This is an optimization exercise on Yosys and OpenROAD, whose aim is small area and a short achievable clock period, not a production implementation. Where RTL was checked, it was by simulation tests only, not by an equivalence proof against the original. Power figures rest on the tool's default switching activity, not on a simulated workload.

Design multicycle_mem_ctrl, start of the top module:
module multicycle_mem_ctrl
#(
   parameter int                DATA_W      = 32,
   parameter int                ADDR_W      = 32,
   parameter int                DEPTH_WORDS = 64,
   parameter int                WAIT_STATES = 2,
   parameter                    MEM_INIT    = "",
   parameter logic [ADDR_W-1:0] MMIO_ADDR   = 32'h0000_0100
) (
   input  logic                clk,
   input  logic                reset,
   input  logic                req,
   input  logic                we,
   input  logic [ADDR_W-1:0]   addr,
   input  logic [DATA_W-1:0]   wdata,
   input  logic [DATA_W/8-1:0] be,
   output logic [DATA_W-1:0]   rdata,
   output logic                ready,
   output logic                err,
   output logic [DATA_W-1:0]   WriteData,
   output logic [ADDR_W-1:0]   DataAdr,
   output logic                MemWrite,
   output logic [DATA_W-1:0]   mmio_out
);
   localparam int NB  = DATA_W / 8;
   localparam int BLG = (NB > 1) ? $clog2(NB) : 0;
   localparam int AW  = (DEPTH_WORDS > 1) ? $clog2(DEPTH_WORDS) : 1;
   localparam int NR  = DEPTH_WORDS / 4;
   localparam bit MMIO_EN = 1'b1;
   logic              b1, b2, b3, idle, accept;
   logic              we_q, bad_q, hit_q;
   logic [AW-1:0]     widx_q;
   logic [DATA_W-1:0] wdata_q;
   logic [NB-1:0]     be_q;
   logic              hit_d, bad_d;
   assign hit_d  = MMIO_EN && (addr == MMIO_ADDR);
   assign bad_d  = (addr[BLG-1:0] != '0) || ((addr[ADDR_W-1:AW+BLG] != '0) && !hit_d);
   assign accept = idle && req;
   always_ff @(posedge clk) begin
      if (!reset) begin
         b1   <= 1'b0;
         b2   <= 1'b0;
         b3   <= 1'b0;
         idle <= 1'b1;
      end else begin
         b1   <= accept;
         b2   <= b1;
         b3   <= b2;
         idle <= !accept && !b1 && !b2;
      end
   end
  ...
Size in the first run: roughly 0.062 mm2 of cells after synthesis.
make LEC_CHECK=0 CAP_MARGIN=5 CORE_MARGIN=2 CORE_UTILIZATION=50 CTS_CLUSTER_DIAMETER=100 CTS_CLUSTER_SIZE=25 SETUP_SLACK_MARGIN=2.1 SLEW_MARGIN=5 TNS_END_PERCENT=10 finish   # period 4.0 ns
run.sh (not shown) runs the stock make flow with config.mk's settings and CLKGATE_MAP_FILE= SYNTH_SCRIPT=/design/flow/synth_recipe.tcl, a recipe that flattens the netlist after the stock synthesis.
The first run finished clean.
Change:
Settings changed: CAP_MARGIN 5 to 20, SETUP_SLACK_MARGIN 2.1 to 1.95, SLEW_MARGIN 5 to 20.
Outcome:
- die area stays the same
- sequential share of layout area rises by 0.66 points
- cell area fell slightly
- clock-buffer cell count does not change
- sequential cell count does not change
- first-iteration DRC count is lower slightly
- via count shrinks slightly
- fmax goes down by a few percent
- total power hardly moves
- synthesized cell count does not change
- combinational power shrinks slightly
Change:
Settings changed: SETUP_SLACK_MARGIN 1.95 to 2.1, TNS_END_PERCENT 10 to default.
After rerunning: The new run completed without violations. Cell area grows by 4.9%. Synthesized cell count stays the same. Setup slack is better by 150 ps. Sequential share of layout area shrinks by 3.1 points. Worst hold slack is about the same. Sequential power stays flat. Count of clock-buffer cells in the layout shrinks by 3.
Change:
Settings changed: SETUP_SLACK_MARGIN 2.1 to 1.8.
Effect: The new run completed without violations; register-to-register slack gets worse by 110 ps; wire length falls by 4.3%; non-clock buffer count is lower by 187; setup slack is worse by 110 ps.

Another version of the RTL of multicycle_mem_ctrl (not shown whole).
Size in the first run: about 3900 cells after synthesis, ~200 I/O pins.
==> flow/config.mk <==
export PLATFORM = sky130hd
export DESIGN_NAME = multicycle_mem_ctrl
export DESIGN_NICKNAME = multicycle_mem_ctrl
export VERILOG_FILES = /design/flow/design.v
export SDC_FILE = /design/flow/constraint.sdc
export NUM_CORES = 4
export LEC_CHECK = 0
export CAP_MARGIN = 20
export CORE_MARGIN = 2
export CORE_UTILIZATION = 50
export CTS_CLUSTER_DIAMETER = 100
export CTS_CLUSTER_SIZE = 25
export SETUP_SLACK_MARGIN = 1.8
export SLEW_MARGIN = 20
export SYNTH_HIERARCHICAL = 1
==> flow/constraint.sdc <==
create_clock -name core_clock -period 4.0 [get_ports {clk}]
set_input_delay 0.8000 -clock core_clock [delete_from_list [all_inputs] [get_ports {clk}]]
set_output_delay 0.8000 -clock core_clock [all_outputs]
set_load 0.01 [all_outputs]
Rerun with:
SETUP_SLACK_MARGIN = 2.1   (was 1.8)
SYNTH_HIERARCHICAL = not set   (was 1)
TNS_END_PERCENT = 10   (was not set)
Non-clock buffer count goes up by 130.
Synthesized cell count goes up by 16%.
Register-to-register slack gets better by 0.19 ns.
Wire length goes up by 49%.
Design area goes up by 6.6%.
Setup slack gets better by 0.23 ns.
Total power goes up by 1.6%.
Core utilization hardly moves.
Worst hold slack gets worse by 0.0055 ns.
No run of this note included a check of the RTL's function; only the layout flow was run.

multicycle_mem_ctrl, a different RTL version from the one above (not shown whole).
Size: ~4500 cells after synthesis, ~2300 flip-flops, about 200 I/O pins, about 64000 sq um of cells after synthesis.
clock: 4.0 ns
lec_check: 0
cap_margin: 20
core_margin: 2
core_utilization: 60
cts_cluster_diameter: 100
cts_cluster_size: 25
setup_slack_margin: 1.8
slew_margin: 20
The starting point went through all stages and came out clean.
Then changed:
==> flow/flow/run.sh (new file) <==
#!/bin/bash
# Standard layout, with the port buffers made from plain buffers instead
# of the delay cells buffer_ports picks by default.
set -euo pipefail
export BUFFER_PORTS_ARGS="-buffer_cell sky130_fd_sc_hd__buf_2"
bash standard.sh > standard_flow.log 2>&1
==> flow/standard.sh (new file) <==
#!/bin/bash
# synth_recipe.tcl (not shown) runs the flow's synth.tcl, then flattens the netlist and writes it again
# the make line also repeats each setting of config.mk as NAME=value (left out here)
make -C /OpenROAD-flow-scripts/flow DESIGN_CONFIG=/design/flow/config.mk WORK_HOME=/design/flow/orfs CLKGATE_MAP_FILE= SYNTH_SCRIPT=/design/flow/synth_recipe.tcl "${@:-finish}"
removed: flow/run.sh
Effect: Wire length went down by about 1.3%. Via count barely changes. Total power is about the same.
No run of this note included a check of the RTL's function; only the layout flow was run.

## 08-27
Another version of the RTL of multicycle_mem_ctrl (not shown whole).
Size: ~4500 cells after synthesis, about 2300 flip-flops, about 200 I/O pins, roughly 64000 µm² of cells after synthesis.
clock: 4.0 ns
lec_check: 0
cap_margin: 20
core_margin: 2
core_utilization: 60
cts_cluster_diameter: 100
cts_cluster_size: 25
setup_slack_margin: 2.0
slew_margin: 20
Stock flow here: none of the scripts above is used.
08-27: no failed stages, no open violations at the end
[inputs] 07-06 vs 08-27
- ABC_AREA now 1, previously not set
Notes after the runs:
- 07-06 ends up with a clock network power share that is 0.2 points higher than in 08-27.
- Measured against each other, 08-27 and 07-06 differ in met3 routing resource usage after global routing, the higher figure coming from 08-27.
- As of 07-06, total routed wire length on the met1 layer had fallen by more than 10% compared to 08-27.
- 07-06 ended up with sky130_fd_sc_hd__clkdlybuf4s15_1 as its highest-delay cell along the critical path; 08-27 ended up with sky130_fd_sc_hd__nor4_4.
- Re headroom to the max-slew limit: 08-27 was higher than 07-06.
- Looking at launch point of the worst path, the addr[7] result is from 07-06; the tsel_q[12]$_DFF_P_ one comes from 08-27.
- Compared with 08-27, in 07-06 maximum cell stage delay along the critical path went down; global routing met2 resource utilization dropped 0.52 points.
- Initial DRC count for 07-06 is lower than for 08-27.
- Startpoint-to-endpoint class of the critical path = in2reg: 07-06; startpoint-to-endpoint class of the critical path = reg2reg: 08-27
- Taking 08-27 as the reference, in 07-06 antenna diode count shrank by 1, per-cell routed wire length shrank by 9.3 µm.
No functional check of the RTL was part of any run of this note.

The RTL this note starts from:
==> flow/design.v <==
package mem_ctrl_pkg;
   localparam int CNT_W = 4;
endpackage
module sp_byte_ram #(
  parameter int    DATA_W      = 32,
  parameter int    DEPTH_WORDS = 64,
  parameter        MEM_INIT    = "",
  parameter int    NB          = DATA_W / 8,
  parameter int    AW          = (DEPTH_WORDS > 1) ? $clog2(DEPTH_WORDS) : 1
) (
  input  logic              clk,
  input  logic [NB*DEPTH_WORDS/4-1:0] wen,
  input  logic [DATA_W-1:0] wdata,
  input  logic [DEPTH_WORDS/2-1:0] tsel,
  output logic [DATA_W-1:0] tap
);
  localparam int NR = DEPTH_WORDS / 4;
  logic [DATA_W-1:0] tap_r [NR];
  for (genvar r = 0; r < NR; r++) begin : g_ring
    logic [DATA_W-1:0] p0, p1, p2, p3;
    always_ff @(posedge clk) begin
      p1 <= p0;
      p2 <= p1;
      p3 <= p2;
      for (int b = 0; b < NB; b++)
        p0[b*8 +: 8] <= wen[r*NB+b] ? wdata[b*8 +: 8] : p3[b*8 +: 8];
    end
    assign tap_r[r] = ({DATA_W{tsel[2*r]}} & p0) | ({DATA_W{tsel[2*r+1]}} & p2);
  end
  always_comb begin
    tap = '0;
    for (int r = 0; r < NR; r++) tap = tap | tap_r[r];
  end
endmodule
import mem_ctrl_pkg::*;
module multicycle_mem_ctrl
#(
   parameter int                DATA_W      = 32,
   parameter int                ADDR_W      = 32,
   parameter int                DEPTH_WORDS = 64,
   parameter int                WAIT_STATES = 2,
   parameter                    MEM_INIT    = "",
   parameter logic [ADDR_W-1:0] MMIO_ADDR   = 32'h0000_0100
) (
   input  logic                clk,
   input  logic                reset,
   input  logic                req,
   input  logic                we,
   input  logic [ADDR_W-1:0]   addr,
   input  logic [DATA_W-1:0]   wdata,
   input  logic [DATA_W/8-1:0] be,
   output logic [DATA_W-1:0]   rdata,
   output logic                ready,
   output logic                err,
   output logic [DATA_W-1:0]   WriteData,
   output logic [ADDR_W-1:0]   DataAdr,
   output logic                MemWrite,
   output logic [DATA_W-1:0]   mmio_out
);
   localparam int NB  = DATA_W / 8;
   localparam int BLG = (NB > 1) ? $clog2(NB) : 0;
   localparam int AW  = (DEPTH_WORDS > 1) ? $clog2(DEPTH_WORDS) : 1;
   localparam int NR  = DEPTH_WORDS / 4;
   localparam bit MMIO_EN = 1'b1;
   logic              b1, b2, b3, idle, accept;
   logic              we_q, bad_q, hit_q;
   logic [AW-1:0]     widx_q;
   logic [DATA_W-1:0] wdata_q;
   logic [NB-1:0]     be_q;
   logic              hit_d, bad_d;
   assign hit_d  = MMIO_EN && (addr == MMIO_ADDR);
   assign bad_d  = (addr[BLG-1:0] != '0) || ((addr[ADDR_W-1:AW+BLG] != '0) && !hit_d);
   assign accept = idle && req;
   always_ff @(posedge clk) begin
      if (!reset) begin
         b1   <= 1'b0;
         b2   <= 1'b0;
         b3   <= 1'b0;
         idle <= 1'b1;
      end else begin
         b1   <= accept;
         b2   <= b1;
         b3   <= b2;
         idle <= !accept && !b1 && !b2;
      end
   end
   always_ff @(posedge clk) begin
      if (accept) begin
         we_q    <= we;
         bad_q   <= bad_d;
         hit_q   <= hit_d;
         widx_q  <= addr[AW+BLG-1:BLG];
         wdata_q <= wdata;
         be_q    <= be;
      end
   end
   logic [1:0]        ph;           
   logic [DATA_W-1:0] wbuf;         
   logic [NB-1:0]     wbe;
   logic [1:0]        wslot;        
   logic [NR-1:0]     wring;        
   logic              wa;           
   logic              land;
   logic [NB*NR-1:0]  wen;
   logic [DATA_W-1:0] tap, samp_q;
   logic [1:0]        posn;
   always_ff @(posedge clk) ph <= ph + 2'd1;
   always_ff @(posedge clk) begin
      if (b2) begin
         wbuf   <= wdata_q;
         wbe    <= be_q;
         wslot  <= widx_q[1:0];
         for (int r = 0; r < NR; r++) wring[r] <= (widx_q[AW-1:2] == r);
      end
   end
   logic       lnext_q, l3_q;
   logic       wa_n;
   logic [1:0] wslot_n;
   logic       p3_n;
   assign land = lnext_q || (l3_q && reset);
   always_comb begin
      if (b2 && reset && we_q && !bad_q && !hit_q) wa_n = 1'b1;
      else if (land || (b3 && !reset))             wa_n = 1'b0;
      else                                         wa_n = wa;
      wslot_n = b2 ? widx_q[1:0] : wslot;
      p3_n    = (wslot_n + ph + 2'd1) == 2'd3;
   end
   always_ff @(posedge clk) begin
      wa      <= wa_n;
      lnext_q <= wa_n && p3_n && !(b2 && reset);
      l3_q    <= wa_n && p3_n && (b2 && reset);
   end
   always_comb begin
      for (int r = 0; r < NR; r++)
         for (int b = 0; b < NB; b++)
            wen[r*NB+b] = land && wring[r] && wbe[b];
   end
   logic [2*NR-1:0]   tsel_q;
   logic              hsel;
   logic [DATA_W-1:0] rtap;
   logic [DATA_W-1:0] mmio_q;
   assign posn = widx_q[1:0] + ph + 2'd1;
   always_ff @(posedge clk) begin
      for (int r = 0; r < NR; r++) begin
         tsel_q[2*r]   <= (widx_q[AW-1:2] == r) && (posn == 2'd0) && !hit_q;
         tsel_q[2*r+1] <= (widx_q[AW-1:2] == r) && (posn == 2'd2) && !hit_q;
      end
   end
   sp_byte_ram #(
      .DATA_W      (DATA_W),
      .DEPTH_WORDS (DEPTH_WORDS),
      .MEM_INIT    (MEM_INIT)
   ) u_ram (
      .clk   (clk),
      .wen   (wen),
      .wdata (wbuf),
      .tsel  (tsel_q),
      .tap   (tap)
   );
   assign hsel = hit_q && !idle;
   assign rtap = tap | ({DATA_W{hsel}} & mmio_q);
   always_ff @(posedge clk) samp_q <= rtap;
   logic              ready_q, err_q, mw_q;
   logic              ld_q;
   logic [DATA_W-1:0] rdata_q, wd_out_q;
   logic [AW:0]       adr_out_q;    
   always_ff @(posedge clk) ld_q <= reset && b2 && !we_q && !bad_q;
   always_ff @(posedge clk) begin
      if (!reset) begin
         ready_q   <= 1'b0;
         err_q     <= 1'b0;
         mw_q      <= 1'b0;
         wd_out_q  <= '0;
         adr_out_q <= '0;
         rdata_q   <= '0;
      end else begin
         ready_q <= b3;
         err_q   <= b3 && bad_q;
         mw_q    <= b3 && we_q && !bad_q;
         if (b3 && we_q && !bad_q) begin
            wd_out_q  <= wdata_q;
            adr_out_q <= {hit_q, widx_q};
         end
         if (ld_q) rdata_q <= rtap | samp_q;
      end
   end
   always_ff @(posedge clk) begin
      if (!reset) begin
         mmio_q <= '0;
      end else if (b3 && we_q && hit_q) begin
         for (int i = 0; i < NB; i++) begin
            if (be_q[i]) mmio_q[i*8 +: 8] <= wdata_q[i*8 +: 8];
         end
      end
   end
   assign rdata     = rdata_q;
   assign mmio_out  = mmio_q;
   assign ready     = ready_q;
   assign err       = err_q;
   assign MemWrite  = mw_q;
   assign WriteData = wd_out_q;
   assign DataAdr   = {{(ADDR_W-AW-BLG-1){1'b0}}, adr_out_q, {BLG{1'b0}}};
endmodule
Settings: LEC_CHECK=0, CAP_MARGIN=20, CORE_MARGIN=2, CORE_UTILIZATION=50, CTS_CLUSTER_DIAMETER=100, CTS_CLUSTER_SIZE=25, SETUP_SLACK_MARGIN=2.2, SLEW_MARGIN=20, TNS_END_PERCENT=3; clock period 4.0 ns.
Edit:
- CORE_UTILIZATION: 50 -> 60
- SETUP_SLACK_MARGIN: 2.2 -> 2.1
- TNS_END_PERCENT: 3 -> 10
What happened:
- cell area came out higher by 0.91%
- worst setup slack improved by 0.046 ns
- clock-buffer cell count is higher by 9
- register-to-register slack is better by 0.05 ns
- clock power is about the same
- power came out higher by 0.47%
- sequential power is about the same
- cell count decreases by 3.6%
- routed wire length goes up by 2.5%
- die area falls by 16%
- synthesized cell count is unchanged
Edit:
- CORE_UTILIZATION: 60 -> 50
- CTS_CLUSTER_SIZE: 25 -> 28
First-iteration DRC count shrinks by 1.3%.
Utilization shrinks by 11 points.
Area after synthesis is unchanged.
Fmax shrinks by 0.97%.
Cell count grows by 3.9%.
Worst setup slack gets worse by 0.020 ns.
Worst hold slack gets better by 0.016 ns.
Cell area stays flat.
Clock-buffer cell count shrinks by 10.
Combinational power shrinks by about 2%.
Die area grows by 20%.
Edit:
==> flow/flow/run.sh (new file) <==
#!/bin/bash
# Standard layout, with the port buffers made from plain buffers instead
# of the delay cells buffer_ports picks by default.
set -euo pipefail
export BUFFER_PORTS_ARGS="-buffer_cell sky130_fd_sc_hd__buf_2"
bash standard.sh > standard_flow.log 2>&1
==> flow/standard.sh (new file) <==
#!/bin/bash
# synth_recipe.tcl (not shown) runs the flow's synth.tcl, then flattens the netlist and writes it again
# the make line also repeats each setting of config.mk as NAME=value (left out here)
make -C /OpenROAD-flow-scripts/flow DESIGN_CONFIG=/design/flow/config.mk WORK_HOME=/design/flow/orfs CLKGATE_MAP_FILE= SYNTH_SCRIPT=/design/flow/synth_recipe.tcl "${@:-finish}"
- CTS_CLUSTER_SIZE: 28 -> 25
- TNS_END_PERCENT: 10 -> default
removed: flow/run.sh
=> The changed run passed the timing, design-rule and antenna checks; total power is higher slightly; design area is higher by a few percent; critical path depth is higher by 1; core utilization is higher by 1.2 points; die area is unchanged; global-route usage is higher by 0.52 points; cell count is higher slightly; setup slack is better by 0.010 ns; via count is higher slightly.

## re-timing with driven ports
How much do the figures lean on ideal ports? The routed layouts below were timed once more, with nothing changed but the port constraints.
Step 1 sets driving cells, clkbuf_16 on the clock port and buf_2 on the other inputs (assumed; they add their load-dependent delay and slew).
Step 2 moves the port delays by t, midway between the first and last clock arrival at a register: inputs arrive t later, outputs are due t later. That takes back most of the time a late clock gives input paths.
Three values: ideal ports, drivers, drivers and shift; two values: the first two.
run	t (ns)	setup slack, ns	clock arrival spread, ns	slew at the worst register clock pin (ns)	pins driven straight from the clock port
the first run of note 1	0.794	1.912 / 1.836 / 1.389	0.040 / 0.040	0.10 / 0.10	1
the second run of note 1	0.790	1.777 / 1.703 / 1.280	0.035 / 0.034	0.10 / 0.10	1
the third run of note 1	0.792	1.929 / 1.849 / 1.470	0.023 / 0.023	0.10 / 0.10	1
the fourth run of note 1	0.788	1.818 / 1.770 / 1.218	0.035 / 0.035	0.10 / 0.10	1
the first run of note 2	0.772	1.522 / 1.556 / 0.794	0.032 / 0.032	0.10 / 0.10	1
the second run of note 2	0.833	1.751 / 1.751 / 0.933	0.055 / 0.056	0.11 / 0.11	1
the first run of note 3	0.817	1.661 / 1.587 / 0.770	0.050 / 0.051	0.12 / 0.12	1
the second run of note 3	0.802	1.615 / 1.615 / 0.880	0.044 / 0.043	0.11 / 0.11	1
08-27	0.821	1.364 / 1.364 / 0.655	0.043 / 0.042	0.11 / 0.11	1
07-06	0.782	1.632 / 1.629 / 0.847	0.033 / 0.033	0.11 / 0.11	1
the first run of note 5	0.787	1.868 / 1.866 / 1.321	0.040 / 0.040	0.10 / 0.10	1
the second run of note 5	0.791	1.914 / 1.851 / 1.255	0.051 / 0.051	0.10 / 0.10	1
the third run of note 5	0.784	1.893 / 1.835 / 1.402	0.030 / 0.029	0.11 / 0.11	1
the fourth run of note 5	0.784	1.903 / 1.873 / 1.583	0.035 / 0.035	0.10 / 0.10	1
After both steps every run listed still meets setup and hold. For the first run of note 3, which loses most, drivers alone change the setup slack by -0.074 ns; drivers and shift together by -0.891 ns.
